Context: an optimization exercise on an open-source flow, tuned for small area. The choices shown serve that exercise and are no tape-out recipe. Where RTL was checked, it was by simulation tests only, not by an equivalence proof against the original. Only the layout flow was run in runs 7 and 8; the RTL was not checked for function there. Power and IR drop assume default switching activity.

--- run.sh ---
#!/bin/bash
# synth_recipe.tcl (not shown) runs the flow's synth.tcl, then flattens the netlist and writes it again
# the make line also repeats each setting of config.mk as NAME=value (left out here)
make -C /OpenROAD-flow-scripts/flow DESIGN_CONFIG=/design/flow/config.mk WORK_HOME=/design/flow/orfs CLKGATE_MAP_FILE= SYNTH_SCRIPT=/design/flow/synth_recipe.tcl finish
--- config.mk ---
export PLATFORM = sky130hd
export DESIGN_NAME = bus_subsystem
export DESIGN_NICKNAME = bus_subsystem
export VERILOG_FILES = /design/flow/design.v
export SDC_FILE = /design/flow/constraint.sdc
export NUM_CORES = 4
export LEC_CHECK = 0
export CAP_MARGIN = 20
export CORE_MARGIN = 2
export CORE_UTILIZATION = 40
export CTS_BUF_LIST = sky130_fd_sc_hd__clkbuf_8
export CTS_CLUSTER_DIAMETER = 50
export CTS_CLUSTER_SIZE = 18
export SLEW_MARGIN = 20
--- constraint.sdc ---
create_clock -name core_clock -period 4.0 [get_ports {ck}]
set_input_delay 0.8000 -clock core_clock [delete_from_list [all_inputs] [get_ports {ck}]]
set_output_delay 0.8000 -clock core_clock [all_outputs]
set_load 0.01 [all_outputs]
--- design.v ---
`timescale 1ns/1ps
module bus_subsystem (
  input  logic        ck,
  input  logic        rst,
  output logic        master_in_notify,
  input  logic        master_in_sync,
  input  logic        master_in_trans,
  input  logic [31:0] master_in_addr,
  input  logic [31:0] master_in_data,
  output logic        master_out_notify,
  input  logic        master_out_sync,
  output logic        master_out_ack,
  output logic [31:0] master_out_data
);
  localparam logic [8*32-1:0] rom_words = {
    32'h8000_0000, 32'h7fff_ffff, 32'ha5a5_5a5a, 32'h0f0f_0f0f,
    32'hffff_0000, 32'h89ab_cdef, 32'h1234_5678, 32'h0000_0001
  };
  localparam logic [7:0] wport0 = 8'b0001_0001;
  localparam logic [7:0] wport1 = 8'b0001_0001;
  localparam logic [7:0] wport2 = 8'b0000_0001;
  localparam logic [7:0] rport0 = 8'b0101_0101;
  localparam logic [7:0] rport1 = 8'b0001_0001;
  localparam logic [7:0] rport2 = 8'b0001_0001;
  logic        in_n;     
  logic        out_n;    
  logic [2:0]  cnt;      
  logic [1:0]  win_q;
  logic [2:0]  off_q;
  logic        wr_q;
  logic        reg_q;    
  logic        ack_q;
  logic [2:0]  t;
  logic [31:0] r;
  logic        accept;
  logic        mapped;
  logic [1:0]  in_win;
  logic [2:0]  in_off;
  logic        busy;
  logic [2:0]  a;
  assign accept = in_n & master_in_sync;
  assign mapped = ~|master_in_addr[31:5];
  assign in_win = master_in_addr[4:3];
  assign in_off = master_in_addr[2:0];
  assign busy   = ~in_n & ~out_n;
  assign a      = off_q + t;   
  always_ff @(posedge ck or posedge rst) begin
    if (rst) begin
      in_n  <= 1'b1;
      out_n <= 1'b0;
      reg_q <= 1'b0;
      t     <= '0;
    end else begin
      t <= t + 3'd1;
      if (accept) begin
        in_n  <= 1'b0;
        out_n <= ~mapped;
        reg_q <= mapped & (in_win != 2'd3);
      end else if (out_n) begin
        if (master_out_sync) begin
          out_n <= 1'b0;
          in_n  <= 1'b1;
        end
      end else if (busy && cnt == '0) begin
        out_n <= 1'b1;
      end
    end
  end
  always_ff @(posedge ck) begin
    if (accept) begin
      case (in_win)
        2'd1:    cnt <= 3'd3;
        2'd2:    cnt <= 3'd6;
        default: cnt <= 3'd1;
      endcase
      win_q <= in_win;
      off_q <= in_off;
      wr_q  <= master_in_trans;
      ack_q <= master_in_trans & mapped & (in_win == 2'd3);
    end else begin
      cnt <= cnt - 3'd1;
    end
  end
  logic [31:0] m0 [8];
  logic [31:0] m1 [8];
  logic [31:0] m2 [8];
  logic [7:0]  v0, v1, v2;
  logic [7:0]  ws0, ws1, ws2;    
  logic [7:0]  rs0, rs1, rs2;    
  logic [31:0] cap;
  always_comb begin
    for (int p = 0; p < 8; p++) begin
      ws0[p] = wport0[p] && reg_q && wr_q && win_q == 2'd0 && a == 3'(p - 1);
      ws1[p] = wport1[p] && reg_q && wr_q && win_q == 2'd1 && a == 3'(p - 1);
      ws2[p] = wport2[p] && reg_q && wr_q && win_q == 2'd2 && a == 3'(p - 1);
      rs0[p] = rport0[p] && reg_q && !wr_q && win_q == 2'd0 && a == 3'(p) && v0[p];
      rs1[p] = rport1[p] && reg_q && !wr_q && win_q == 2'd1 && a == 3'(p) && v1[p];
      rs2[p] = rport2[p] && reg_q && !wr_q && win_q == 2'd2 && a == 3'(p) && v2[p];
    end
    cap = '0;
    for (int p = 0; p < 8; p++) begin
      if (rs0[p]) cap = cap | m0[p];
      if (rs1[p]) cap = cap | m1[p];
      if (rs2[p]) cap = cap | m2[p];
    end
  end
  always_ff @(posedge ck or posedge rst) begin
    if (rst) begin
      v0 <= '0;
      v1 <= '0;
      v2 <= '0;
    end else begin
      for (int p = 0; p < 8; p++) begin
        v0[p] <= ws0[p] | v0[(p + 7) % 8];
        v1[p] <= ws1[p] | v1[(p + 7) % 8];
        v2[p] <= ws2[p] | v2[(p + 7) % 8];
      end
    end
  end
  always_ff @(posedge ck) begin
    for (int p = 0; p < 8; p++) begin
      m0[p] <= ws0[p] ? r : m0[(p + 7) % 8];
      m1[p] <= ws1[p] ? r : m1[(p + 7) % 8];
      m2[p] <= ws2[p] ? r : m2[(p + 7) % 8];
    end
  end
  always_ff @(posedge ck) begin
    if (accept) begin
      if (master_in_trans) begin
        r <= master_in_data;
      end else if (mapped && in_win == 2'd3) begin
        r <= rom_words[32*in_off +: 32];
      end else begin
        r <= '0;
      end
    end else begin
      r <= r | cap;
    end
  end
  assign master_in_notify  = in_n;
  assign master_out_notify = out_n;
  assign master_out_ack    = ack_q;
  assign master_out_data   = wr_q ? '0 : r;
endmodule
==> impl_metrics.json, run 1 <==
{
  "dp_cells": 2407,
  "clk_pin_slew_ns": 0.11,
  "arrival_ns": 3.78,
  "drv_slew": 0,
  "path_cells": "ha_1 -> inv_1 -> fa_1 -> nand4b_1 -> or2_1 -> or3_2 -> buf_4 -> mux2_4",
  "synth_edf_count": 7,
  "critPathLaunchType": "flop",
  "die_w_um": 242,
  "hold_buffers": 0,
  "required_ns": 4.57,
  "crit_buf_inv": 2,
  "critical_path.max_stage_delay_ns": 0.68,
  "synthCells": 1581,
  "min_path_type": "reg -> reg",
  "gr-total-overflow": 0,
  "gp_congestion": 0.828,
  "fin_area_um2": 25600,
  "h-tree-depth": 2,
  "crit_path_top_delay_cell": "or3_2",
  "finalSetupViolCount": 0,
  "p_int_mw": 10.6,
  "grt_pass1_vias": 12600,
  "grt_setup_unrepaired": "false",
  "reg2reg_depth": 8,
  "drive_gt1_share_pct": 17.2,
  "post_cts_buffers": 0,
  "hold_depth": 0,
  "status": "timing/DRC/antenna clean",
  "comb_power_share_pct": 8.4,
  "finClkSkew_ns": 0.0298,
  "clk_latency_ns": 0.70,
  "antenna_left": 0,
  "io_pins": 104,
  "switchingPower_mw": 3.55,
  "final_nets": 1791,
  "synth-seq-cells": 840,
  "cts_root_buffer": "clkbuf_8",
  "final_common_cell": "dfxtp_1",
  "finalCritPeriodShare_pct": 80.1,
  "numCtsBuffers": 56,
  "critPathCaptureType": "flop",
  "yosysTopAreaCell": "dfxtp_1",
  "hold_end": "m1[3][10]",
  "async_flop_share_pct": 3.57,
  "p_leak_nw": 10.0,
  "vias": 12400,
  "drtPass1Iterations": 6,
  "grt_pass1_wl_um": 80700,
  "r2r-start": "off_q[0]",
  "synth_cell_types": 63,
  "diodes": 0,
  "whs_ns": 0.308,
  "wl_per_cell_um": 21.8,
  "worstPathMaxFanout": 15,
  "final_cell_mix": "803 x dfxtp_1, 106 x mux2_2, 102 x clkdlybuf4s50_1",
  "max_slew_margin_pct": 35.2,
  "fin_setup_tns_ns": 0,
  "yosys_warnings": 4,
  "r2r_end": "m0[0][10]",
  "powerDensity_nw_per_um2": 553,
  "cts_resized": 0,
  "switching_share_pct": 25.1,
  "die_h_um": 242,
  "fmax_ghz": 0.312,
  "rrSetupSlack_ns": 0.79,
  "core_area_um2": 56200,
  "cts_buffer_depth": 3,
  "grt_max_degree": 34,
  "syn_area_per_cell_um2": 14.3,
  "synth_fp_nets": 1663,
  "setup_ws_ns": 0.795,
  "ys_top_cells_by_area": "dfxtp_1 71%, mux2_2 5.3%, mux2_4 3.3%",
  "hp-start": "m1[2][10]",
  "critPathKind": "reg -> reg",
  "design.die.area_um2": 58500,
  "wl_um": 54300,
  "crit_family": "simple AND/OR/NAND/NOR gates",
  "area_delta_synth_final_pct": 13.1,
  "power_frac_seq_pct": 63.2,
  "drc_errors": 0,
  "p_clk_share_pct": 28.5,
  "yosysSeqAreaShare_pct": 75.3,
  "netlist_area_um2": 22600,
  "worst_pin_slew_ns": 0.971,
  "fin_crit_ns": 3.21,
  "dp_slack_ns": 0.822,
  "rows": 87,
  "vias_per_cell": 4.99,
  "drv_cap": 0,
  "cts_tree": "yes",
  "antenna_found_initial": 2,
  "dp_hpwl_um": 34800,
  "place_area_um2": 24600,
  "start_util_pct": 40.3,
  "ir_worst_vdd_mv": 0.331,
  "final_cells": 2486,
  "yosysTopAreaCellShare_pct": 71.0,
  "synth_ff_type": "dfxtp_1",
  "clkSinkCount": 840,
  "io_buffer_count": 103,
  "drt_iter0_drc": 1001,
  "hold_viol": 0,
  "track_usage_pct": 18.4
}
[worst reg2reg max path, stage by stage (launching register included)]
cell      delay (ns)
edfxtp_1        0.39
ha_1            0.20
inv_1           0.07
fa_1            0.45
nand4b_1        0.27
or2_1           0.34
or3_2           0.68
buf_4           0.35
mux2_4          0.34
[power by group through the flow]
stage,Sequential [mW],Combinational (mW),Clock (mW)
floorplan,8.95,0.625,0
global placement,9.13,1.16,0
detailed placement,9.14,1.18,0
CTS,8.95,1.19,4.15
global route,8.99,1.27,4.42
finish,8.95,1.18,4.03
[metal layers]
metal  GRT usage (%)  wire [um]  up-vias
met4            6.57       1600        0
li1                -          -     5737
met5               0          0        -
met3            3.61       3470       95
met1            25.9      25600     6164
met2            28.1      23600      411
[state kept, by name (all words and copies together) (netlist names)]
signal  cells
win_q       2
v2          8
ack_q       1
r          32
off_q       3
t           3
wr_q        1
in_n        1
v1          8
out_n       1
v0          8
m0        256
cnt         3
reg_q       1
m1        256
m2        256
[per-stage QoR]
step	total power, mW	util (%)
floorplan	9.58	-
global placement	10.3	43.9
detailed placement	10.3	43.9
CTS	14.3	45.6
global route	14.7	45.6
finish	14.2	45.6
[worst max path at each step]
| stage | start | to | slack (ns) | cells past startpoint |
|---|---|---|---|---|
| after detailed placement | t[0] | m0[0][5] | 0.82 | 8 |
| after global routing | off_q[0] | m0[0][7] | 0.69 | 8 |
| after global placement | master_in_addr[0] | r[12] | 0.81 | 7 |
| after CTS | wr_q | master_out_data[11] | 0.76 | 3 |
| final | off_q[0] | m0[0][10] | 0.79 | 8 |
| after floorplan | t[0] | m0[0][10] | 1.45 | 9 |
[cells in the mapped netlist, types with 15 or more instances]
cell / count
inv_1: 15
nor2_1: 35
a221oi_1: 28
buf_2: 18
clkbuf_1: 43
nand2_1: 45
a22oi_1: 35
mux2_2: 106
a21oi_1: 56
dfrtp_1: 29
dfxtp_1: 803
a31oi_1: 15
mux2_4: 50
a22o_1: 21
nand3_1: 68
nor2b_1: 32
[kinds of logic after synthesis]
logic type | Yosys count | synth area share, %
xor+xnor | 4 | 0.293
compound gates | 234 | 7.67
buf+inv | 92 | 1.82
simple gates | 239 | 5.49
flops | 840 | 75.3
fa+ha+maj | 13 | 0.752
mux | 159 | 8.72
[layout make-up]
class                   instances  area [um^2]
fillers                      5063        30600
flip-flops and latches        840        17000
multi-input cells             649         5230
repair buffers                147         1370
well taps                     756          946
clock buffers                  60          826
clock inverters                19          154
inverters                      15         56.3
==> run 2, diff against run 1 <==
--- a/config.mk
+++ b/config.mk
@@ -8,7 +8,7 @@
 export CAP_MARGIN = 20
 export CORE_MARGIN = 2
 export CORE_UTILIZATION = 40
-export CTS_BUF_LIST = sky130_fd_sc_hd__clkbuf_8
+export CTS_BUF_LIST = sky130_fd_sc_hd__clkbuf_4 sky130_fd_sc_hd__clkbuf_8 sky130_fd_sc_hd__clkbuf_16
 export CTS_CLUSTER_DIAMETER = 50
 export CTS_CLUSTER_SIZE = 18
 export SLEW_MARGIN = 20
==> impl_metrics.json, run 2 <==
{
  "status": "timing/DRC/antenna clean",
  "area_delta_synth_final_pct": 16.1,
  "switchingPower_mw": 3.75,
  "hold_buffers": 0,
  "vias_per_cell": 5.01,
  "diodes": 0,
  "async_flop_share_pct": 3.57,
  "synth-seq-cells": 840,
  "synthAdderAreaFrac_pct": 0.752,
  "die_h_um": 242,
  "drtPass1Iterations": 6,
  "grt_setup_unrepaired": "false",
  "antenna_found_initial": 2,
  "critPathCaptureType": "flop",
  "dp_slack_ns": 0.822,
  "core_area_um2": 56200,
  "final_nets": 1791,
  "worstPathMaxFanout": 15,
  "dp_hpwl_um": 34800,
  "rows": 87,
  "vias": 12500,
  "gp_congestion": 0.828,
  "drv_cap": 0,
  "power_frac_seq_pct": 57.1,
  "drv_slew": 0,
  "cts_buffer_depth": 3,
  "io_buffer_count": 103,
  "io_pins": 104,
  "finalCritPeriodShare_pct": 80.1,
  "cts_tree": "yes",
  "clk_latency_ns": 0.63,
  "synth_most_common_cell": "dfxtp_1",
  "netlist_area_um2": 22600,
  "final_common_cell": "dfxtp_1",
  "finalSetupViolCount": 0,
  "gr-total-overflow": 0,
  "worst_pin_slew_ns": 0.961,
  "area.sequential_um2": 17000,
  "cts_resized": 0,
  "grt_max_degree": 34,
  "switching_share_pct": 23.9,
  "grt_pass1_vias": 12700,
  "synth_cell_types": 63,
  "drc_errors": 0,
  "clk_pin_slew_ns": 0.08,
  "critPathKind": "reg -> reg",
  "wl_per_cell_um": 22.0,
  "fin_area_um2": 26300,
  "synth_edf_count": 7,
  "wl_um": 54800,
  "yosysTopAreaCell": "dfxtp_1",
  "arrival_ns": 3.71,
  "fin_crit_ns": 3.20,
  "fin_setup_tns_ns": 0,
  "yosysSeqAreaShare_pct": 75.3,
  "synth_ff_type": "dfxtp_1",
  "ys_top_cells_by_count": "803 x dfxtp_1, 106 x mux2_2, 68 x nand3_1",
  "p_leak_nw": 10.3,
  "die_w_um": 242,
  "synthCells": 1581,
  "critPathLaunchType": "flop",
  "place_area_um2": 24600,
  "setup_ws_ns": 0.795,
  "yosys_warnings": 4,
  "track_usage_pct": 18.5,
  "drive_gt1_share_pct": 17.6,
  "synth_top_family_by_area": "multiplexers",
  "yosysTopAreaCellShare_pct": 71.0,
  "grt_pass1_wl_um": 81300,
  "synth_simple_gate_area_share_pct": 5.49,
  "ir_worst_vdd_mv": 0.371,
  "n_fill_cell": 4978,
  "comb_power_share_pct": 7.6,
  "p_clk_share_pct": 35.3,
  "max_slew_margin_pct": 35.9,
  "synthMuxAreaShare_pct": 8.72,
  "syn_area_per_cell_um2": 14.3,
  "h-tree-depth": 2,
  "synth-xor-area-share_pct": 0.293,
  "powerDensity_nw_per_um2": 596,
  "antenna_left": 0,
  "min_path_type": "reg -> reg",
  "synth_compound_area_share_pct": 7.67,
  "reg.largest.list": "m0 x256, m1 x256, m2 x256",
  "synth_fp_nets": 1663,
  "post_cts_buffers": 0,
  "p_int_mw": 11.9,
  "drt_iter0_drc": 996,
  "ys_top_cells_by_area": "dfxtp_1 71%, mux2_2 5.3%, mux2_4 3.3%",
  "finClkSkew_ns": 0.0206,
  "numCtsBuffers": 56,
  "hold_viol": 0,
  "final_cell_mix": "803 x dfxtp_1, 106 x mux2_2, 102 x clkdlybuf4s50_1",
  "p_total_mw": 15.7,
  "design.die.area_um2": 58500,
  "multi_input_area_um2": 5230,
  "fmax_ghz": 0.312,
  "start_util_pct": 40.3,
  "required_ns": 4.51,
  "clkSinkCount": 840,
  "cts_root_buffer": "clkbuf_16"
}
run 2: cell types whose count changed in the layout (fill, tap and decap cells not counted), sizes merged:
cell      before  now
clkinvlp       2    0
inv           26   21
clkbuf        60   67
run 2: cells by family (layout without fill, tap and decap cells):
group | after synthesis | after routing
compound gates | 234 | 234
xor+xnor | 4 | 4
flops | 840 | 840
mux | 159 | 159
buf+inv | 92 | 241
fa+ha+maj | 13 | 13
simple gates | 239 | 239
run 2: final cells by class:
type / instances / area share [%]
repair buffers: 147 / 5.21
clock buffers: 67 / 5.78
inverters: 15 / 0.214
clock inverters: 12 / 0.495
flip-flops and latches: 840 / 64.8
well taps: 756 / 3.60
multi-input cells: 649 / 19.9
run 2: critical path, stage by stage, from the launching register on:
cell and delay, ns:
dfrtp_1 0.40, ha_1 0.19, inv_1 0.07, fa_1 0.45
nand4b_1 0.27, or2_1 0.35, or3_2 0.69, buf_4 0.34
mux2_4 0.33
run 2: power groups by stage:
stage                     combinational (mW)  sequential [mW]  clock [mW]
after CTS                               1.19             8.94        5.65
final                                   1.18             8.95        5.53
after global placement                  1.16             9.13           0
after global routing                    1.27             8.99        5.95
after floorplan                        0.625             8.95           0
after detailed placement                1.18             9.14           0
run 2: per-layer routing:
metal | track usage (%) | part of all wire [%] | wire, um
met2 | 28.5 | 44 | 24200
met5 | 0 | 0 | 0
met1 | 26.0 | 47 | 25500
met4 | 5.46 | 2.5 | 1350
met3 | 4.13 | 6.8 | 3720
run 2: worst paths after layout:
kind | startpoint | endpoint | slack (ns) | cells past startpoint
max | t[0] | m0[0][5] | 0.80 | 8
min | m0[1][5] | m0[2][5] | 0.31 | 0
max reg2reg | t[0] | m0[0][5] | 0.80 | 8
min reg2reg | m0[1][5] | m0[2][5] | 0.31 | 0
max in group asynchronous | rst | v0[1] | 2.63 | 3
min in group asynchronous | rst | v1[1] | 0.67 | 2
run 2: metrics by stage:
step | instances | utilization, % | hold WS [ns]
CTS | 2486 | 46.8 | 0.310
floorplan | 1581 | - | 0.310
global placement | 2407 | 43.9 | 0.310
global route | 2486 | 46.8 | 0.307
finish | 2486 | 46.8 | 0.309
detailed placement | 2407 | 43.9 | 0.312
==> run 3, diff against run 2 <==
--- a/config.mk
+++ b/config.mk
@@ -8,7 +8,7 @@
 export CAP_MARGIN = 20
 export CORE_MARGIN = 2
 export CORE_UTILIZATION = 40
-export CTS_BUF_LIST = sky130_fd_sc_hd__clkbuf_4 sky130_fd_sc_hd__clkbuf_8 sky130_fd_sc_hd__clkbuf_16
-export CTS_CLUSTER_DIAMETER = 50
-export CTS_CLUSTER_SIZE = 18
+export CTS_BUF_LIST = sky130_fd_sc_hd__clkbuf_16
+export CTS_CLUSTER_DIAMETER = 60
+export CTS_CLUSTER_SIZE = 30
 export SLEW_MARGIN = 20
==> impl_metrics.json, run 3 <==
{
  "synth_cell_types": 63,
  "area_delta_synth_final_pct": 14.7,
  "synthCells": 1581,
  "synth-seq-cells": 840,
  "critPathCaptureType": "flop",
  "drtPass1Iterations": 6,
  "status": "timing/DRC/antenna clean",
  "dp_slack_ns": 0.822,
  "core_area_um2": 56200,
  "finalSetupViolCount": 0,
  "reg2reg_depth": 8,
  "required_ns": 4.49,
  "grt_pass1_vias": 12400,
  "grt_pass1_wl_um": 80300,
  "antenna_left": 0,
  "drive_gt1_share_pct": 16.8,
  "gr-total-overflow": 0,
  "h-tree-depth": 2,
  "final_cells": 2473,
  "yosysTopAreaCell": "dfxtp_1",
  "crit_end": "m0[0][10]",
  "worstSetupPathDepth": 8,
  "grt_max_degree": 34,
  "diodes": 0,
  "min_path_type": "reg -> reg",
  "startpoint": "t[0]",
  "final_cell_mix": "803 x dfxtp_1, 106 x mux2_2, 102 x clkdlybuf4s50_1",
  "critPathKind": "reg -> reg",
  "fmax_ghz": 0.312,
  "powerDensity_nw_per_um2": 578,
  "setup_ws_ns": 0.796,
  "worstPathMaxFanout": 15,
  "clk_pin_slew_ns": 0.10,
  "clkSinkCount": 840,
  "critical_path.max_stage_delay_ns": 0.68,
  "critPathLaunchType": "flop",
  "vias": 12300,
  "postLayoutCoreUtil_pct": 46.2,
  "io_buffer_count": 103,
  "syn_area_per_cell_um2": 14.3,
  "synth_most_common_cell": "dfxtp_1",
  "synth_edf_count": 7,
  "fin_setup_tns_ns": 0,
  "cts_buffer_depth": 3,
  "wl_per_cell_um": 21.8,
  "fin_crit_ns": 3.20,
  "hold_buffers": 0,
  "yosysTopAreaCellShare_pct": 71.0,
  "async_flop_share_pct": 3.57,
  "r2r-start": "t[0]",
  "design.die.area_um2": 58500,
  "gp_congestion": 0.828,
  "finalCritPeriodShare_pct": 80.1,
  "synth_ff_type": "dfxtp_1",
  "netlist_area_um2": 22600,
  "final_common_cell": "dfxtp_1",
  "antenna_found_initial": 2,
  "hold_viol": 0,
  "max_slew_margin_pct": 35.6,
  "cts_tree": "yes",
  "reg.largest.list": "m0 x256, m1 x256, m2 x256",
  "drt_iter0_drc": 1062,
  "final_nets": 1775,
  "p_leak_nw": 10.2,
  "post_cts_buffers": 0,
  "path_cells": "ha_1 -> inv_1 -> fa_1 -> nand4b_1 -> or2_1 -> or3_2 -> buf_4 -> mux2_4",
  "cts_resized": 0,
  "crit_buf_inv": 2,
  "rrSetupSlack_ns": 0.80,
  "start_util_pct": 40.3,
  "rows": 87,
  "grt_setup_unrepaired": "false",
  "yosys_warnings": 4,
  "dp_cells": 2407,
  "finClkSkew_ns": 0.0323,
  "io_pins": 104,
  "p_total_mw": 15.0,
  "numCtsBuffers": 40,
  "ys_top_cells_by_count": "803 x dfxtp_1, 106 x mux2_2, 68 x nand3_1",
  "die_h_um": 242,
  "track_usage_pct": 18.3,
  "vias_per_cell": 4.96,
  "drc_errors": 0,
  "arrival_ns": 3.69,
  "synth_fp_nets": 1663,
  "dp_hpwl_um": 34800,
  "cts_root_buffer": "clkbuf_16",
  "ys_top_cells_by_area": "dfxtp_1 71%, mux2_2 5.3%, mux2_4 3.3%",
  "crit_family": "simple AND/OR/NAND/NOR gates",
  "yosysSeqAreaShare_pct": 75.3,
  "ir_worst_vdd_mv": 0.405,
  "clk_latency_ns": 0.61,
  "crit_path_top_delay_cell": "or3_2",
  "drv_cap": 0,
  "worst_pin_slew_ns": 0.966,
  "die_w_um": 242,
  "drv_slew": 0,
  "wl_um": 54000,
  "r2r_end": "m0[0][10]"
}
==> run 3: cell counts after synthesis <==
No cell type changed its count.
==> run 3: worst min path at each step <==
stage / cells after the start / from / to / slack [ns]
2_1_floorplan: 0 / m0[1][0] / m0[2][0] / 0.31
3_3_place_gp: 0 / m1[1][30] / m1[2][30] / 0.31
3_5_place_dp: 0 / m1[6][11] / m1[7][11] / 0.31
4_1_cts: 0 / m2[1][31] / m2[2][31] / 0.32
5_1_grt: 0 / m2[1][31] / m2[2][31] / 0.32
6_report: 0 / m2[1][31] / m2[2][31] / 0.32
==> run 3: per-layer routing <==
| metal | vias up | global-route usage [%] | part of all wire (%) |
|---|---|---|---|
| met2 | 396 | 28.1 | 44 |
| li1 | 5726 | - | - |
| met3 | 67 | 3.79 | 7.0 |
| met4 | 0 | 4.96 | 2.2 |
| met5 | - | 0 | 0 |
| met1 | 6088 | 26.2 | 47 |
==> run 3: cell type report <==
type                       instances  area (um^2)
sequential                       840        17000
fill                            5030        30200
clock buffer                      42         1050
timing repair buffer             147         1370
clock inverter                    24          289
tap                              756          946
inverter                          15         56.3
multi-input combinational        649         5230
==> run 3: metrics by stage <==
step,area [um^2],hold slack [ns]
final,26000,0.316
after detailed placement,24600,0.312
after floorplan,22600,0.310
after global routing,26000,0.318
after global placement,24600,0.310
after CTS,26000,0.323
==> run 3: logic make-up after synthesis <==
group                      Yosys count  synth area share [%]
DFF                                840                  75.3
and+or+nand+nor                    239                  5.49
AOI/OAI and AO/OA                  234                  7.67
muxes                              159                  8.72
buffers and inverters               92                  1.82
adders and majority gates           13                 0.752
xor gates and xnor gates             4                 0.293
==> run 3: power by group <==
part | switching, mW | internal, mW | total, mW
Combinational | 0.603 | 0.576 | 1.18
Clock | 2.77 | 2.11 | 4.88
Sequential | 0.375 | 8.57 | 8.95
Total | 3.75 | 11.3 | 15.0
==> run 4, diff against run 3 <==
--- a/config.mk
+++ b/config.mk
@@ -8,7 +8,4 @@
 export CAP_MARGIN = 20
 export CORE_MARGIN = 2
 export CORE_UTILIZATION = 40
-export CTS_BUF_LIST = sky130_fd_sc_hd__clkbuf_16
-export CTS_CLUSTER_DIAMETER = 60
-export CTS_CLUSTER_SIZE = 30
 export SLEW_MARGIN = 20
==> impl_metrics.json, run 4 <==
{
  "wl_um": 55400,
  "vias_per_cell": 4.94,
  "yosys_warnings": 4,
  "gr-total-overflow": 0,
  "switchingPower_mw": 4.09,
  "design.die.area_um2": 58500,
  "p_int_mw": 13.6,
  "powerDensity_nw_per_um2": 647,
  "synth_edf_count": 7,
  "drtPass1Iterations": 6,
  "comb_power_share_pct": 6.7,
  "p_leak_nw": 10.8,
  "final_cell_mix": "803 x dfxtp_1, 106 x mux2_2, 102 x clkdlybuf4s50_1",
  "finalSetupViolCount": 0,
  "dp_slack_ns": 0.822,
  "drv_slew": 0,
  "clkSinkCount": 840,
  "synthCells": 1581,
  "ir_worst_vdd_mv": 0.385,
  "grt_pass1_vias": 13000,
  "cts_buffer_depth": 3,
  "die_w_um": 242,
  "numCtsBuffers": 77,
  "async_flop_share_pct": 3.57,
  "place_area_um2": 24600,
  "final_nets": 1812,
  "h-tree-depth": 3,
  "switching_share_pct": 23.2,
  "synth_ff_type": "dfxtp_1",
  "final_cells": 2549,
  "area.sequential_um2": 17000,
  "worstPathMaxFanout": 15,
  "die_h_um": 242,
  "critPathLaunchType": "flop",
  "cts_tree": "yes",
  "critPathCaptureType": "flop",
  "ys_top_cells_by_count": "803 x dfxtp_1, 106 x mux2_2, 68 x nand3_1",
  "setup_ws_ns": 0.779,
  "yosysTopAreaCellShare_pct": 71.0,
  "rrSetupSlack_ns": 0.78,
  "syn_area_per_cell_um2": 14.3,
  "ys_top_cells_by_area": "dfxtp_1 71%, mux2_2 5.3%, mux2_4 3.3%",
  "synth-seq-cells": 840,
  "drc_errors": 0,
  "gp_congestion": 0.828,
  "fmax_ghz": 0.310,
  "hold_depth": 0,
  "p_clk_share_pct": 42.5,
  "arrival_ns": 3.71,
  "hold_buffers": 0,
  "finalCritPeriodShare_pct": 80.5,
  "track_usage_pct": 18.8,
  "multi_input_area_um2": 5230,
  "cts_resized": 0,
  "netlist_area_um2": 22600,
  "io_buffer_count": 103,
  "reg2reg_depth": 8,
  "drive_gt1_share_pct": 19.8,
  "dp_hpwl_um": 34800,
  "synth_cell_types": 63,
  "start_util_pct": 40.3,
  "clk_pin_slew_ns": 0.07,
  "synth_most_common_cell": "dfxtp_1",
  "n_fill_cell": 4900,
  "synth_fp_nets": 1663,
  "critPathKind": "reg -> reg",
  "drv_cap": 0,
  "r2r-start": "t[0]",
  "rows": 87,
  "reg.largest.list": "m0 x256, m1 x256, m2 x256",
  "area_delta_synth_final_pct": 20.5,
  "diodes": 0,
  "core_area_um2": 56200,
  "startpoint": "t[0]",
  "drt_iter0_drc": 1039,
  "clk_latency_ns": 0.61,
  "yosysSeqAreaShare_pct": 75.3,
  "antenna_left": 0,
  "io_pins": 104,
  "wl_per_cell_um": 21.7,
  "max_slew_margin_pct": 30.0,
  "required_ns": 4.49,
  "cts_root_buffer": "clkbuf_16",
  "fin_crit_ns": 3.22,
  "fin_setup_tns_ns": 0,
  "final_common_cell": "dfxtp_1",
  "hold_viol": 0,
  "grt_setup_unrepaired": "false",
  "vias": 12600,
  "dp_cells": 2407,
  "finClkSkew_ns": 0.0175,
  "power_frac_seq_pct": 50.8,
  "post_cts_buffers": 0,
  "status": "timing/DRC/antenna clean",
  "fin_area_um2": 27300,
  "min_path_type": "reg -> reg",
  "crit_end": "m0[0][5]",
  "worst_pin_slew_ns": 1.05,
  "r2r_end": "m0[0][5]",
  "grt_pass1_wl_um": 82800,
  "yosysTopAreaCell": "dfxtp_1",
  "antenna_found_initial": 1,
  "grt_max_degree": 34
}
## run 4: cell counts after synthesis
Identical to the previous run, type by type.
## run 4: layout make-up
class,instances,area share [%]
Clock inverter,29,1.02
Clock buffer,113,8.69
Multi-Input combinational cell,649,19.2
Tap cell,756,3.47
Inverter,15,0.206
Sequential cell,840,62.4
Timing Repair Buffer,147,5.02
## run 4: routing by layer
layer  track usage [%]  vias up  wire (um)
li1                  -     5830          -
met1              26.8     6264      26400
met2              29.0      406      24600
met3              3.82       87       3210
met4              5.21        0       1150
met5                 0        -          0
## run 4: kinds of logic after synthesis
family	synth area share (%)
buf+inv	1.82
flops	75.3
fa+ha+maj	0.752
simple gates	5.49
xor+xnor	0.293
compound gates	7.67
mux	8.72
## run 4: how the worst min path moves through the flow
stage / from / to / slack, ns
6_report: m1[1][25] / m1[2][25] / 0.32
5_1_grt: m1[5][29] / m1[6][29] / 0.32
4_1_cts: m1[5][29] / m1[6][29] / 0.32
3_5_place_dp: m1[6][11] / m1[7][11] / 0.31
3_3_place_gp: m1[1][30] / m1[2][30] / 0.31
2_1_floorplan: m0[1][0] / m0[2][0] / 0.31
## run 4: stage by stage
step | hold slack [ns] | total power [mW] | util [%]
finish | 0.320 | 17.6 | 48.6
global route | 0.322 | 18.2 | 48.6
CTS | 0.318 | 17.8 | 48.6
global placement | 0.310 | 10.3 | 43.9
detailed placement | 0.312 | 10.3 | 43.9
floorplan | 0.310 | 9.58 | -
## run 4: power by group through the flow
stage	logic [mW]	clock network (mW)	registers [mW]
2_1_floorplan	0.625	0	8.95
4_1_cts	1.19	7.60	8.96
6_report	1.18	7.50	8.96
5_1_grt	1.27	7.95	8.99
3_5_place_dp	1.18	0	9.14
3_3_place_gp	1.16	0	9.13
## run 4: worst max-delay path: stages (launching register included)
cell and delay [ns]:
dfrtp_1 0.40, ha_1 0.19, inv_1 0.08, fa_1 0.46, nand4b_1 0.27, or2_1 0.34
or3_2 0.68, buf_4 0.34, mux2_4 0.33
==> run 5, diff against run 4 <==
==> flow/run.sh (new file) <==
#!/bin/bash
# The standard layout (standard.sh, unchanged synthesis, floorplan, power grid
# and routing), with two steps tuned for cell area:
#  - port buffers use the smallest buffer (every port still gets one),
#  - clock tree: clkbuf_8 sink clusters, no dummy loads,

# make's output goes to flow_make.log; ORFS's per-step logs stay in orfs/logs.
set -euo pipefail
bash standard.sh \
  "BUFFER_PORTS_ARGS=-buffer_cell sky130_fd_sc_hd__buf_1" \
  "CTS_ARGS=-sink_clustering_enable -repair_clock_nets -buf_list sky130_fd_sc_hd__clkbuf_8 -sink_clustering_size 18 -sink_clustering_max_diameter 50 -dont_use_dummy_load" \
  finish > flow_make.log 2>&1
==> standard.sh (new file) <==
#!/bin/bash
# synth_recipe.tcl (not shown) runs the flow's synth.tcl, then flattens the netlist and writes it again
# the make line also repeats each setting of config.mk as NAME=value (left out here)
make -C /OpenROAD-flow-scripts/flow DESIGN_CONFIG=/design/flow/config.mk WORK_HOME=/design/flow/orfs CLKGATE_MAP_FILE= SYNTH_SCRIPT=/design/flow/synth_recipe.tcl "${@:-finish}"
removed: run.sh
==> impl_metrics.json, run 5 <==
{
  "status": "timing/DRC/antenna clean",
  "critical_path.max_stage_delay_ns": 0.78,
  "postLayoutCoreUtil_pct": 44.1,
  "ir_worst_vdd_mv": 0.277,
  "synth_cell_types": 63,
  "synth_most_common_cell": "dfxtp_1",
  "h-tree-depth": 2,
  "core_area_um2": 56200,
  "clk_pin_slew_ns": 0.11,
  "crit_path_top_delay_cell": "and2_1",
  "fmax_ghz": 0.313,
  "grt_pass1_wl_um": 79500,
  "p_leak_nw": 9.67,
  "drc_errors": 0,
  "area_delta_synth_final_pct": 9.44,
  "async_flop_share_pct": 3.57,
  "fin_setup_tns_ns": 0,
  "path_cells": "ha_1 -> inv_1 -> fa_1 -> xor3_2 -> nor2_1 -> buf_4 -> and2_1 -> a221oi_1 -> a41oi_1",
  "synth-seq-cells": 840,
  "start_util_pct": 40.3,
  "numCtsBuffers": 56,
  "wl_um": 53300,
  "rows": 87,
  "fin_crit_ns": 3.19,
  "r2r-start": "t[0]",
  "clkSinkCount": 840,
  "crit_family": "simple AND/OR/NAND/NOR gates",
  "synth_top_family_by_area": "multiplexers",
  "synth_edf_count": 7,
  "critPathLaunchType": "flop",
  "crit_buf_inv": 2,
  "synth-xor-area-share_pct": 0.293,
  "finClkSkew_ns": 0.0613,
  "hold_viol": 0,
  "critPathCaptureType": "flop",
  "worst_pin_slew_ns": 1.00,
  "diodes": 0,
  "ys_top_cells_by_area": "dfxtp_1 71%, mux2_2 5.3%, mux2_4 3.3%",
  "die_h_um": 242,
  "rrSetupSlack_ns": 0.81,
  "antenna_found_initial": 2,
  "cts_root_buffer": "clkbuf_8",
  "powerDensity_nw_per_um2": 549,
  "syn_area_per_cell_um2": 14.3,
  "drv_slew": 0,
  "grt_setup_unrepaired": "false",
  "max_slew_margin_pct": 33.3,
  "worstPathMaxFanout": 15,
  "cts_buffer_depth": 3,
  "vias_per_cell": 4.97,
  "synth_ff_type": "dfxtp_1",
  "clk_latency_ns": 0.69,
  "drtPass1Iterations": 5,
  "cts_tree": "yes",
  "yosys_warnings": 4,
  "die_w_um": 242,
  "drv_cap": 0,
  "r2r_end": "r[21]",
  "arrival_ns": 3.77,
  "final_cell_mix": "803 x dfxtp_1, 106 x mux2_2, 102 x buf_1",
  "required_ns": 4.58,
  "finalCritPeriodShare_pct": 79.8,
  "drive_gt1_share_pct": 16.6,
  "drt_iter0_drc": 800,
  "min_path_type": "in -> async",
  "synthMuxAreaShare_pct": 8.72,
  "yosysTopAreaCellShare_pct": 71.0,
  "hold_buffers": 0,
  "reg.largest.list": "m0 x256, m1 x256, m2 x256",
  "p_total_mw": 13.6,
  "ys_top_cells_by_count": "803 x dfxtp_1, 106 x mux2_2, 68 x nand3_1",
  "synth_fp_nets": 1663,
  "grt_max_degree": 35,
  "finalSetupViolCount": 0,
  "grt_pass1_vias": 12500,
  "synth_simple_gate_area_share_pct": 5.49,
  "post_cts_buffers": 0,
  "final_common_cell": "dfxtp_1",
  "gr-total-overflow": 0,
  "wl_per_cell_um": 21.6,
  "critPathKind": "reg -> reg",
  "dp_hpwl_um": 34800,
  "design.die.area_um2": 58500,
  "synthCells": 1581,
  "netlist_area_um2": 22600,
  "yosysSeqAreaShare_pct": 75.3,
  "io_buffer_count": 103,
  "reg2reg_depth": 9,
  "track_usage_pct": 18.0,
  "synth_compound_area_share_pct": 7.67,
  "vias": 12300,
  "io_pins": 104,
  "yosysTopAreaCell": "dfxtp_1",
  "final_nets": 1794,
  "antenna_left": 0,
  "gp_congestion": 0.840,
  "synthAdderAreaFrac_pct": 0.752,
  "cts_resized": 0
}
## run 5: cell counts after synthesis
No cell type changed its count.
## run 5: how the worst max path moves through the flow
stage / from / endpoint / slack [ns] / cells after the start
floorplan: t[0] / m0[0][10] / 1.45 / 9
global placement: t[0] / r[21] / 0.98 / 9
detailed placement: t[0] / r[21] / 0.86 / 9
CTS: t[0] / r[21] / 0.81 / 9
global route: t[0] / r[21] / 0.65 / 9
finish: t[0] / r[21] / 0.81 / 9
## run 5: final cells by class
type	count	area, um^2
inverters	15	56.3
multi-input cells	649	5230
fillers	5171	31400
flip-flops and latches	840	17000
repair buffers	150	741
clock buffers	56	771
well taps	756	946
## run 5: per-layer routing
metal  global-route usage (%)  wire, um  vias to the layer above
met1                     25.1     24900                     6072
met3                     4.18      3590                       94
met4                     5.83      1490                        0
li1                         -         -                     5715
met2                     27.8     23300                      374
met5                        0         0                        -
## run 5: cell families (layout without fill, tap and decap cells)
family,count (synthesis),count (layout)
fa+ha+maj,13,13
flops,840,840
buf+inv,92,221
simple gates,239,239
compound gates,234,234
xor+xnor,4,4
mux,159,159
## run 5: metrics by stage
step / hold slack, ns / instance area [um^2] / setup WS (ns) / std cells
5_1_grt: 0.0200 / 24800 / 0.648 / 2466
2_1_floorplan: 0.310 / 22600 / 1.45 / 1581
3_5_place_dp: 0.312 / 24000 / 0.862 / 2410
4_1_cts: 0.00148 / 24800 / 0.812 / 2466
3_3_place_gp: 0.309 / 24000 / 0.983 / 2410
6_report: 0.0511 / 24800 / 0.808 / 2466
## run 5: power by group
group / internal (mW) / total, mW / leakage [nW] / switching (mW)
Clock: 1.26 / 3.66 / 0.403 / 2.40
Sequential: 8.57 / 8.95 / 6.95 / 0.380
Combinational: 0.405 / 0.990 / 2.31 / 0.585
==> run 6, diff against run 5 <==
==> flow/run.sh (replaced) <==
#!/bin/bash
# The standard layout (standard.sh, unchanged synthesis, floorplan, power grid
# and routing), with three steps tuned for cell area:
#  - port buffers use the smallest buffer (every port still gets one),
#  - clock tree: clkbuf_8 sink clusters, no dummy loads,
#  - power recovery after global routing downsizes cells with spare slack.
# make's output goes to flow_make.log; ORFS's per-step logs stay in orfs/logs.
set -euo pipefail
bash standard.sh \
  "BUFFER_PORTS_ARGS=-buffer_cell sky130_fd_sc_hd__buf_1" \
  "CTS_ARGS=-sink_clustering_enable -repair_clock_nets -buf_list sky130_fd_sc_hd__clkbuf_8 -sink_clustering_size 18 -sink_clustering_max_diameter 50 -dont_use_dummy_load" \
  RECOVER_POWER=100 \
  finish > flow_make.log 2>&1
==> impl_metrics.json, run 6 <==
{
  "status": "failed layout checks",
  "failed_checks": "max-capacitance violations, max-slew violations",
  "vias_per_cell": 4.99,
  "switching_share_pct": 24.7,
  "final_common_cell": "dfxtp_1",
  "worst_pin_slew_ns": 1.98,
  "min_path_type": "in -> async",
  "drive_gt1_share_pct": 12.7,
  "synth_ff_type": "dfxtp_1",
  "ir_worst_vdd_mv": 0.277,
  "hold_viol": 0,
  "cts_resized": 0,
  "arrival_ns": 4.12,
  "rows": 87,
  "power_frac_seq_pct": 65.9,
  "clkSinkCount": 840,
  "area_delta_synth_final_pct": 8.28,
  "critPathKind": "reg -> reg",
  "crit_path_top_delay_cell": "clkbuf_1",
  "cts_buffer_depth": 3,
  "worstPathMaxFanout": 22,
  "die_w_um": 242,
  "final_nets": 1794,
  "synth_edf_count": 7,
  "grt_pass1_wl_um": 79500,
  "p_leak_nw": 9.47,
  "ys_top_cells_by_area": "dfxtp_1 71%, mux2_2 5.3%, mux2_4 3.3%",
  "yosysSeqAreaShare_pct": 75.3,
  "required_ns": 4.57,
  "post_cts_buffers": 0,
  "p_clk_share_pct": 27.0,
  "max_slew_margin_pct": -32.2,
  "io_pins": 104,
  "async_flop_share_pct": 3.57,
  "h-tree-depth": 2,
  "drtPass1Iterations": 5,
  "critical_path.max_stage_delay_ns": 0.65,
  "gp_congestion": 0.840,
  "diodes": 0,
  "finalCritPeriodShare_pct": 88.9,
  "vias": 12300,
  "synth_cell_types": 63,
  "drv_slew": 88,
  "synth_fp_nets": 1663,
  "antenna_found_initial": 2,
  "fin_setup_tns_ns": 0,
  "grt_pass1_vias": 12500,
  "io_buffer_count": 103,
  "dp_hpwl_um": 34800,
  "finClkSkew_ns": 0.0590,
  "ys_top_cells_by_count": "803 x dfxtp_1, 106 x mux2_2, 68 x nand3_1",
  "p_total_mw": 13.6,
  "design.die.area_um2": 58500,
  "switchingPower_mw": 3.35,
  "hold_buffers": 0,
  "clk_latency_ns": 0.69,
  "drv_cap": 3,
  "synth_most_common_cell": "dfxtp_1",
  "start_util_pct": 40.3,
  "fmax_ghz": 0.281,
  "cts_root_buffer": "clkbuf_8",
  "finalSetupViolCount": 0,
  "grt_max_degree": 35,
  "yosysTopAreaCell": "dfxtp_1",
  "grt_setup_unrepaired": "false",
  "wl_um": 53200,
  "yosysTopAreaCellShare_pct": 71.0,
  "final_cell_mix": "803 x dfxtp_1, 106 x mux2_2, 99 x buf_1",
  "comb_power_share_pct": 7.2,
  "track_usage_pct": 18.0,
  "core_area_um2": 56200,
  "wl_per_cell_um": 21.6,
  "reg.largest.list": "m0 x256, m1 x256, m2 x256",
  "powerDensity_nw_per_um2": 554,
  "critPathLaunchType": "flop",
  "critPathCaptureType": "flop",
  "fin_crit_ns": 3.56,
  "drt_iter0_drc": 791,
  "numCtsBuffers": 56,
  "die_h_um": 242,
  "synthCells": 1581,
  "synth-seq-cells": 840,
  "netlist_area_um2": 22600,
  "p_int_mw": 10.2,
  "path_cells": "ha_1 -> inv_1 -> fa_1 -> xor3_1 -> buf_4 -> nand2_1 -> clkbuf_1 -> nor2_1 -> o41a_1",
  "yosys_warnings": 4,
  "cts_tree": "yes",
  "syn_area_per_cell_um2": 14.3,
  "drc_errors": 0,
  "clk_pin_slew_ns": 0.11,
  "antenna_left": 0,
  "gr-total-overflow": 0
}
==> run 6: cell count changes in the layout (fill, tap and decap cells not counted), moves of 3 or more <==
cell	before	now
clkbuf_1	0	18
buf_4	47	26
clkbuf_2	1	7
mux2_1	0	48
mux2_4	50	2
buf_1	102	99
==> run 6: routing by layer <==
| metal | up-vias | track usage (%) | wire length (um) |
|---|---|---|---|
| met1 | 6102 | 25.1 | 24900 |
| met3 | 94 | 4.18 | 3510 |
| met4 | 0 | 5.83 | 1480 |
| met2 | 384 | 27.8 | 23300 |
| met5 | - | 0 | 0 |
| li1 | 5720 | - | - |
==> run 6: worst max-delay path, delay by kind of cell, from the launching register on <==
kind | cells | cell delay [ns]
buf+inv | 3 | 1.08
simple gates | 2 | 0.48
compound gates | 1 | 0.41
fa+ha+maj | 2 | 0.55
flops | 1 | 0.40
xor+xnor | 1 | 0.52
==> run 6: final timing paths <==
check / to / depth (start not counted) / start / slack, ns
setup / recovery: r[29] / 9 / t[0] / 0.44
min in group core_clock: m2[7][13] / 0 / m2[6][13] / 0.29
setup reg to reg: r[29] / 9 / t[0] / 0.44
max in group asynchronous: reg_q / 3 / rst / 2.34
hold / removal: v1[4] / 2 / rst / 0.05
hold reg to reg: m2[7][13] / 0 / m2[6][13] / 0.29
==> run 6: layout make-up <==
class	count	area, um^2
inverters	15	56.3
clock buffers	56	771
flip-flops and latches	840	17000
multi-input cells	649	5030
well taps	756	946
fillers	5223	31700
repair buffers	150	669
==> run 6: through the flow <==
stage / util [%] / area (um^2) / worst slack [ns] / std cells / hold slack (ns)
floorplan: - / 22600 / 1.45 / 1581 / 0.310
global placement: 42.7 / 24000 / 0.983 / 2410 / 0.309
detailed placement: 42.7 / 24000 / 0.862 / 2410 / 0.312
CTS: 44.1 / 24800 / 0.812 / 2466 / 0.00148
global route: 43.6 / 24500 / 0.370 / 2466 / 0.0193
finish: 43.6 / 24500 / 0.444 / 2466 / 0.0489
==> run 6: cell families (layout without fill, tap and decap cells) <==
group           count (synthesis)  in the layout  synth area share, %
compound gates                234            234                 7.67
xor+xnor                        4              4                0.293
simple gates                  239            239                 5.49
flops                         840            840                 75.3
mux                           159            159                 8.72
buf+inv                        92            221                 1.82
fa+ha+maj                      13             13                0.752
==> run 6: power groups by stage <==
stage | Clock (mW) | Combinational, mW | Sequential [mW]
after global placement | 0 | 0.977 | 9.14
after CTS | 3.77 | 0.999 | 8.95
after floorplan | 0 | 0.625 | 8.95
final | 3.66 | 0.973 | 8.94
after detailed placement | 0 | 0.995 | 9.14
after global routing | 4.07 | 1.06 | 8.98
==> run 7, diff against run 6 <==
--- a/design.v
+++ b/design.v
@@ -21,7 +21,7 @@
   localparam logic [7:0] wport2 = 8'b0000_0001;
   localparam logic [7:0] rport0 = 8'b0101_0101;
   localparam logic [7:0] rport1 = 8'b0001_0001;
-  localparam logic [7:0] rport2 = 8'b0001_0001;
+  localparam logic [7:0] rport2 = 8'b0000_0001;
   logic        in_n;     
   logic        out_n;    
   logic [2:0]  cnt;      
@@ -38,12 +38,16 @@
   logic [2:0]  in_off;
   logic        busy;
   logic [2:0]  a;
+  logic [2:0]  a_in;
+  logic        rd_in;
   assign accept = in_n & master_in_sync;
   assign mapped = ~|master_in_addr[31:5];
   assign in_win = master_in_addr[4:3];
   assign in_off = master_in_addr[2:0];
   assign busy   = ~in_n & ~out_n;
-  assign a      = off_q + t;   
+  assign a      = off_q + t;      
+  assign a_in   = in_off + t;     
+  assign rd_in  = accept & ~master_in_trans & mapped;
   always_ff @(posedge ck or posedge rst) begin
     if (rst) begin
       in_n  <= 1'b1;
@@ -93,9 +97,15 @@
       ws0[p] = wport0[p] && reg_q && wr_q && win_q == 2'd0 && a == 3'(p - 1);
       ws1[p] = wport1[p] && reg_q && wr_q && win_q == 2'd1 && a == 3'(p - 1);
       ws2[p] = wport2[p] && reg_q && wr_q && win_q == 2'd2 && a == 3'(p - 1);
-      rs0[p] = rport0[p] && reg_q && !wr_q && win_q == 2'd0 && a == 3'(p) && v0[p];
-      rs1[p] = rport1[p] && reg_q && !wr_q && win_q == 2'd1 && a == 3'(p) && v1[p];
-      rs2[p] = rport2[p] && reg_q && !wr_q && win_q == 2'd2 && a == 3'(p) && v2[p];
+      if (accept) begin
+        rs0[p] = 1'b0;
+        rs1[p] = 1'b0;
+        rs2[p] = rport2[p] && rd_in && in_win == 2'd2 && a_in == 3'(p) && v2[p];
+      end else begin
+        rs0[p] = rport0[p] && reg_q && !wr_q && win_q == 2'd0 && a == 3'(p) && v0[p];
+        rs1[p] = rport1[p] && reg_q && !wr_q && win_q == 2'd1 && a == 3'(p) && v1[p];
+        rs2[p] = rport2[p] && reg_q && !wr_q && win_q == 2'd2 && a == 3'(p) && v2[p];
+      end
     end
     cap = '0;
     for (int p = 0; p < 8; p++) begin
@@ -131,7 +141,7 @@
       end else if (mapped && in_win == 2'd3) begin
         r <= rom_words[32*in_off +: 32];
       end else begin
-        r <= '0;
+        r <= cap;
       end
     end else begin
       r <= r | cap;
==> run.sh (new file) <==
#!/bin/bash
# synth_recipe.tcl (not shown) runs the flow's synth.tcl, then flattens the netlist and writes it again
# the make line also repeats each setting of config.mk as NAME=value (left out here)
make -C /OpenROAD-flow-scripts/flow DESIGN_CONFIG=/design/flow/config.mk WORK_HOME=/design/flow/orfs CLKGATE_MAP_FILE= SYNTH_SCRIPT=/design/flow/synth_recipe.tcl finish
--- a/config.mk
+++ b/config.mk
@@ -7,5 +7,9 @@
 export LEC_CHECK = 0
 export CAP_MARGIN = 20
 export CORE_MARGIN = 2
-export CORE_UTILIZATION = 40
+export CORE_UTILIZATION = 65
+export CTS_BUF_LIST = sky130_fd_sc_hd__clkbuf_8
+export CTS_CLUSTER_DIAMETER = 50
+export CTS_CLUSTER_SIZE = 18
+export PLACE_DENSITY = 0.75
 export SLEW_MARGIN = 20
removed: flow/run.sh
removed: standard.sh
==> impl_metrics.json, run 7 <==
{
  "post_cts_buffers": 0,
  "diodes": 0,
  "synth-seq-cells": 840,
  "wl_um": 50200,
  "r2r_end": "r[9]",
  "synthCells": 1600,
  "async_flop_share_pct": 3.57,
  "p_int_mw": 10.6,
  "drc_errors": 0,
  "yosys_warnings": 4,
  "synth_edf_count": 7,
  "io_pins": 104,
  "gr-total-overflow": 0,
  "p_leak_nw": 10.2,
  "grt_max_degree": 59,
  "io_buffer_count": 103,
  "max_slew_margin_pct": 34.4,
  "cts_root_buffer": "clkbuf_8",
  "final_cell_mix": "803 x dfxtp_1, 160 x mux2_2, 102 x clkdlybuf4s50_1",
  "vias_per_cell": 5.65,
  "synthAdderAreaFrac_pct": 0.940,
  "die_w_um": 192,
  "hp-start": "m0[1][1]",
  "arrival_ns": 2.60,
  "wl_per_cell_um": 22.7,
  "die_h_um": 192,
  "core_area_um2": 34600,
  "clk_pin_slew_ns": 0.11,
  "synth_most_common_cell": "dfxtp_1",
  "gp_congestion": 0.851,
  "reg2reg_depth": 10,
  "numCtsBuffers": 55,
  "drt_iter0_drc": 879,
  "multi_input_area_um2": 5410,
  "hold_depth": 0,
  "syn_area_per_cell_um2": 14.3,
  "n_fill_cell": 2268,
  "finalSetupViolCount": 0,
  "grt_pass1_wl_um": 76300,
  "synth_cell_types": 85,
  "ys_top_cells_by_count": "803 x dfxtp_1, 160 x mux2_2, 46 x a21oi_1",
  "finalCritPeriodShare_pct": 85.1,
  "antenna_left": 0,
  "drtPass1Iterations": 5,
  "fin_setup_tns_ns": 0,
  "area_delta_synth_final_pct": 11.2,
  "hold_buffers": 0,
  "start_util_pct": 66.1,
  "area.sequential_um2": 17000,
  "design.die.area_um2": 36700,
  "cts_tree": "yes",
  "place_area_um2": 24500,
  "critPathKind": "reg -> out",
  "critPathLaunchType": "flop",
  "ys_top_cells_by_area": "dfxtp_1 70%, mux2_2 7.9%, dfrtp_1 3.2%",
  "h-tree-depth": 2,
  "final_cells": 2209,
  "track_usage_pct": 27.9,
  "ir_worst_vdd_mv": 0.417,
  "p_total_mw": 14.1,
  "synth_compound_area_share_pct": 7.45,
  "rrSetupSlack_ns": 0.73,
  "switchingPower_mw": 3.49,
  "clkSinkCount": 840,
  "dp_slack_ns": 0.289,
  "synthMuxAreaShare_pct": 8.18,
  "synth_ff_type": "dfxtp_1",
  "min_path_type": "reg -> reg",
  "comb_power_share_pct": 8.8,
  "synth-xor-area-share_pct": 0.388,
  "grt_setup_unrepaired": "false",
  "drv_cap": 0,
  "drive_gt1_share_pct": 17.3,
  "status": "timing/DRC/antenna clean",
  "required_ns": 3.20,
  "grt_pass1_vias": 12800,
  "p_clk_share_pct": 27.4,
  "worstPathMaxFanout": 26,
  "r2r-start": "t[0]",
  "final_common_cell": "dfxtp_1",
  "power_frac_seq_pct": 63.8,
  "hold_viol": 0,
  "reg.largest.list": "m0 x256, m1 x256, m2 x256",
  "worst_pin_slew_ns": 0.983,
  "yosysSeqAreaShare_pct": 74.5,
  "powerDensity_nw_per_um2": 553,
  "setup_ws_ns": 0.596,
  "dp_hpwl_um": 31900,
  "cts_resized": 0,
  "fin_crit_ns": 3.40,
  "synth_fp_nets": 1685,
  "dp_cells": 2131,
  "yosysTopAreaCellShare_pct": 70.2,
  "synth_top_family_by_area": "multiplexers",
  "vias": 12500,
  "drv_slew": 0,
  "fmax_ghz": 0.294,
  "rows": 68,
  "synth_simple_gate_area_share_pct": 6.62,
  "clk_latency_ns": 0.69,
  "finClkSkew_ns": 0.0325,
  "hold_end": "m0[2][1]",
  "final_nets": 1818,
  "yosysTopAreaCell": "dfxtp_1",
  "cts_buffer_depth": 3,
  "antenna_found_initial": 0,
  "critPathCaptureType": "output pin",
  "netlist_area_um2": 22900,
  "switching_share_pct": 24.8,
  "fin_area_um2": 25400
}
run 7: cell types whose count changed after synthesis, sizes merged, moves of 11 or more:
cell,before,now
a221oi,28,13
a22oi,35,22
and3,5,16
clkbuf,43,23
nand3,68,45
nand4,1,14
o21ai,13,30
run 7: how the worst max path moves through the flow:
stage                            startpoint                   to  slack, ns  cells after the start
after floorplan           master_in_addr[0]                r[29]       1.02                      8
after global placement    master_in_addr[0]                r[20]       0.34                      8
after detailed placement  master_in_addr[0]                r[20]       0.29                      8
after CTS                              wr_q  master_out_data[27]       0.54                      3
after global routing                   wr_q  master_out_data[27]       0.53                      3
final                                  wr_q  master_out_data[27]       0.60                      3
run 7: per-layer routing:
metal  routed length (um)  share of wire [%]  global-route usage (%)
met5                    0                  0                       0
met4                 1240                2.5                    8.22
met3                 2880                5.7                    4.68
met2                22600                 45                    43.6
met1                23500                 47                    40.3
run 7: kinds of logic (layout without fill, tap and decap cells):
family / after synthesis / in the layout
compound gates: 229 / 229
xor+xnor: 5 / 5
fa+ha+maj: 16 / 16
buf+inv: 89 / 243
flops: 840 / 840
mux: 167 / 167
simple gates: 254 / 254
run 7: through the flow:
step	hold WS (ns)	utilization, %
final	0.318	73.5
after global routing	0.304	73.5
after CTS	0.316	73.5
after detailed placement	0.312	70.8
after global placement	0.310	70.8
after floorplan	0.310	-
run 7: worst max-delay path: stages, from the launching register on:
cell             delay, ns
edfxtp_1              0.61
buf_4                 0.37
nor2b_1               0.34
clkdlybuf4s50_1       0.60
run 7: area by class of cell:
class                      instances  share of cell area, %
clock buffer                      56                   3.03
clock inverter                    22                  0.610
inverter                          22                  0.325
multi-input combinational        671                   21.3
sequential                       840                   67.0
tap                              455                   2.24
timing repair buffer             143                   5.56
run 7: power by group through the flow:
stage	registers, mW	clock network [mW]	logic, mW
finish	8.98	3.86	1.24
floorplan	8.97	0	0.729
CTS	8.97	3.91	1.24
global route	9.02	4.22	1.34
global placement	9.15	0	1.20
detailed placement	9.16	0	1.23
==> run 8, diff against run 7 <==
--- a/config.mk
+++ b/config.mk
@@ -7,9 +7,8 @@
 export LEC_CHECK = 0
 export CAP_MARGIN = 20
 export CORE_MARGIN = 2
-export CORE_UTILIZATION = 65
+export CORE_UTILIZATION = 40
 export CTS_BUF_LIST = sky130_fd_sc_hd__clkbuf_8
-export CTS_CLUSTER_DIAMETER = 50
-export CTS_CLUSTER_SIZE = 18
-export PLACE_DENSITY = 0.75
+export CTS_CLUSTER_DIAMETER = 40
+export CTS_CLUSTER_SIZE = 22
 export SLEW_MARGIN = 20
==> impl_metrics.json, run 8 <==
{
  "cts_resized": 0,
  "final_cell_mix": "803 x dfxtp_1, 160 x mux2_2, 102 x clkdlybuf4s50_1",
  "arrival_ns": 3.86,
  "vias_per_cell": 4.95,
  "synth_cell_types": 85,
  "yosysTopAreaCell": "dfxtp_1",
  "wl_um": 54200,
  "postLayoutCoreUtil_pct": 47.9,
  "clk_pin_slew_ns": 0.09,
  "die_h_um": 243,
  "synth_most_common_cell": "dfxtp_1",
  "antenna_left": 0,
  "worst_pin_slew_ns": 0.893,
  "grt_pass1_wl_um": 81200,
  "cts_tree": "yes",
  "grt_pass1_vias": 13100,
  "synth_edf_count": 7,
  "design.die.area_um2": 59100,
  "max_slew_margin_pct": 40.0,
  "cts_root_buffer": "clkbuf_8",
  "h-tree-depth": 3,
  "rows": 87,
  "grt_max_degree": 41,
  "die_w_um": 243,
  "dp_hpwl_um": 34600,
  "synthCells": 1600,
  "worstPathMaxFanout": 17,
  "min_path_type": "reg -> reg",
  "synth_ff_type": "dfxtp_1",
  "critical_path.max_stage_delay_ns": 0.54,
  "fmax_ghz": 0.305,
  "yosysTopAreaCellShare_pct": 70.2,
  "final_nets": 1857,
  "powerDensity_nw_per_um2": 612,
  "drc_errors": 0,
  "crit_path_top_delay_cell": "fa_1",
  "io_pins": 104,
  "fin_crit_ns": 3.28,
  "netlist_area_um2": 22900,
  "critPathCaptureType": "flop",
  "p_leak_nw": 10.8,
  "ys_top_cells_by_count": "803 x dfxtp_1, 160 x mux2_2, 46 x a21oi_1",
  "hold_buffers": 0,
  "hold_viol": 0,
  "core_area_um2": 56500,
  "drv_slew": 0,
  "status": "timing/DRC/antenna clean",
  "ir_worst_vdd_mv": 0.233,
  "numCtsBuffers": 92,
  "setup_ws_ns": 0.722,
  "track_usage_pct": 18.3,
  "finalSetupViolCount": 0,
  "synth-seq-cells": 840,
  "async_flop_share_pct": 3.57,
  "drt_iter0_drc": 876,
  "p_total_mw": 16.6,
  "finClkSkew_ns": 0.0303,
  "clk_latency_ns": 0.68,
  "drive_gt1_share_pct": 22.1,
  "vias": 12900,
  "drv_cap": 0,
  "critPathLaunchType": "flop",
  "finalCritPeriodShare_pct": 81.9,
  "synth_fp_nets": 1685,
  "yosysSeqAreaShare_pct": 74.5,
  "path_cells": "ha_1 -> inv_1 -> fa_1 -> a21bo_2 -> nor3_4 -> and3_1 -> buf_4 -> a22o_1 -> a211oi_1 -> a221oi_1",
  "antenna_found_initial": 1,
  "fin_area_um2": 27100,
  "io_buffer_count": 103,
  "final_common_cell": "dfxtp_1",
  "required_ns": 4.58,
  "dp_slack_ns": 0.281,
  "cts_buffer_depth": 3,
  "place_area_um2": 24900,
  "post_cts_buffers": 0,
  "gr-total-overflow": 0,
  "wl_per_cell_um": 20.8,
  "reg.largest.list": "m0 x256, m1 x256, m2 x256",
  "drtPass1Iterations": 5,
  "gp_congestion": 0.799,
  "grt_setup_unrepaired": "false",
  "area_delta_synth_final_pct": 18.3,
  "fin_setup_tns_ns": 0,
  "clkSinkCount": 840,
  "rrSetupSlack_ns": 0.72,
  "ys_top_cells_by_area": "dfxtp_1 70%, mux2_2 7.9%, dfrtp_1 3.2%",
  "yosys_warnings": 4,
  "syn_area_per_cell_um2": 14.3,
  "critPathKind": "reg -> reg",
  "start_util_pct": 40.5
}
==> run 8: per-stage QoR <==
stage	hold WS, ns	cells
6_report	0.309	2608
3_5_place_dp	0.312	2434
4_1_cts	0.311	2607
5_1_grt	0.311	2608
3_3_place_gp	0.310	2434
2_1_floorplan	0.310	1600
==> run 8: final timing paths <==
check,start,to,cells after the start
max in group asynchronous,rst,in_n,3
worst max register to register,t[0],r[20],10
min in group asynchronous,rst,v0[7],2
worst min register to register,m2[6][21],m2[7][21],0
worst min-delay path,m2[6][21],m2[7][21],0
worst max-delay path,t[0],r[20],10
==> run 8: cells by family (layout without fill, tap and decap cells) <==
group           Yosys count  in the layout  share of synthesized area [%]
compound gates          229            229                           7.45
xor+xnor                  5              5                          0.388
fa+ha+maj                16             16                          0.940
buf+inv                  89            340                           1.97
flops                   840            840                           74.5
mux                     167            167                           8.18
other cells               0              1                              0
simple gates            254            254                           6.62
==> run 8: cell type report <==
class,instances,area (um^2)
fill,4862,29400
sequential,840,17000
multi-input combinational,671,5420
timing repair buffer,145,1400
clock buffer,96,1320
tap,756,946
clock inverter,77,851
inverter,22,82.6
antenna,1,2.50
==> run 8: metal layers <==
metal | routed length (um) | GRT usage, % | up-vias
li1 | - | - | 5996
met1 | 25800 | 26.1 | 6422
met2 | 23700 | 27.2 | 418
met3 | 3390 | 3.91 | 84
met4 | 1260 | 6.73 | 0
met5 | 0 | 0 | -
==> run 8: worst max-delay path: cells and delay by family (launching register included) <==
family	cells	cell delay (ns)
fa+ha+maj	2	0.71
compound gates	4	0.92
simple gates	2	0.73
buf+inv	2	0.39
flops	1	0.42
==> run 8: power by group <==
group	total [mW]	switching (mW)	internal (mW)
Clock	6.29	3.44	2.86
Sequential	8.99	0.413	8.58
Combinational	1.27	0.640	0.629
Total	16.6	4.49	12.1

[port drivers added, routing unchanged]
In the flow no input, the clock included, has a driving cell. The finished layouts below were timed again as built, in two steps. Step 1: set_driving_cell puts a clkbuf_16 on ck and a buf_2 on each other input, an assumption about the parent block. Step 2, shift: input delay + t, output delay - t, t = (earliest + latest rising clock arrival at the registers) / 2. This alone moves slack from input paths to output paths. Three values: no drivers, after step 1, after step 2; two values: the first two.
| run | t, ns | setup slack, ns | hold WS [ns] | worst setup path at the end | clock arrival spread, ns |
|---|---|---|---|---|---|
| run 1 | 0.732 | 0.795 / 0.775 / 0.780 | 0.308 / 0.308 / 0.308 | input to register | 0.052 / 0.052 |
| run 2 | 0.677 | 0.795 / 0.795 / 0.737 | 0.309 / 0.309 / 0.309 | input to register | 0.027 / 0.026 |
| run 3 | 0.647 | 0.796 / 0.796 / 0.775 | 0.316 / 0.316 / 0.316 | input to register | 0.036 / 0.036 |
| run 4 | 0.663 | 0.779 / 0.779 / 0.713 | 0.320 / 0.320 / 0.320 | input to register | 0.019 / 0.018 |
| run 5 | 0.714 | 0.808 / 0.808 / 0.808 | 0.051 / 0.015 / 0.293 | register to register | 0.065 / 0.065 |
| run 6 | 0.714 | 0.444 / 0.444 / 0.444 | 0.049 / 0.013 / 0.293 | register to register | 0.062 / 0.063 |
| run 7 | 0.724 | 0.596 / 0.542 / 0.272 | 0.318 / 0.318 / 0.318 | input to register | 0.033 / 0.032 |
| run 8 | 0.724 | 0.722 / 0.722 / 0.268 | 0.309 / 0.309 / 0.309 | input to register | 0.040 / 0.041 |
The setup slack of run 8, which loses most, moves by 0.000 ns with the drivers and by -0.454 ns with both steps.
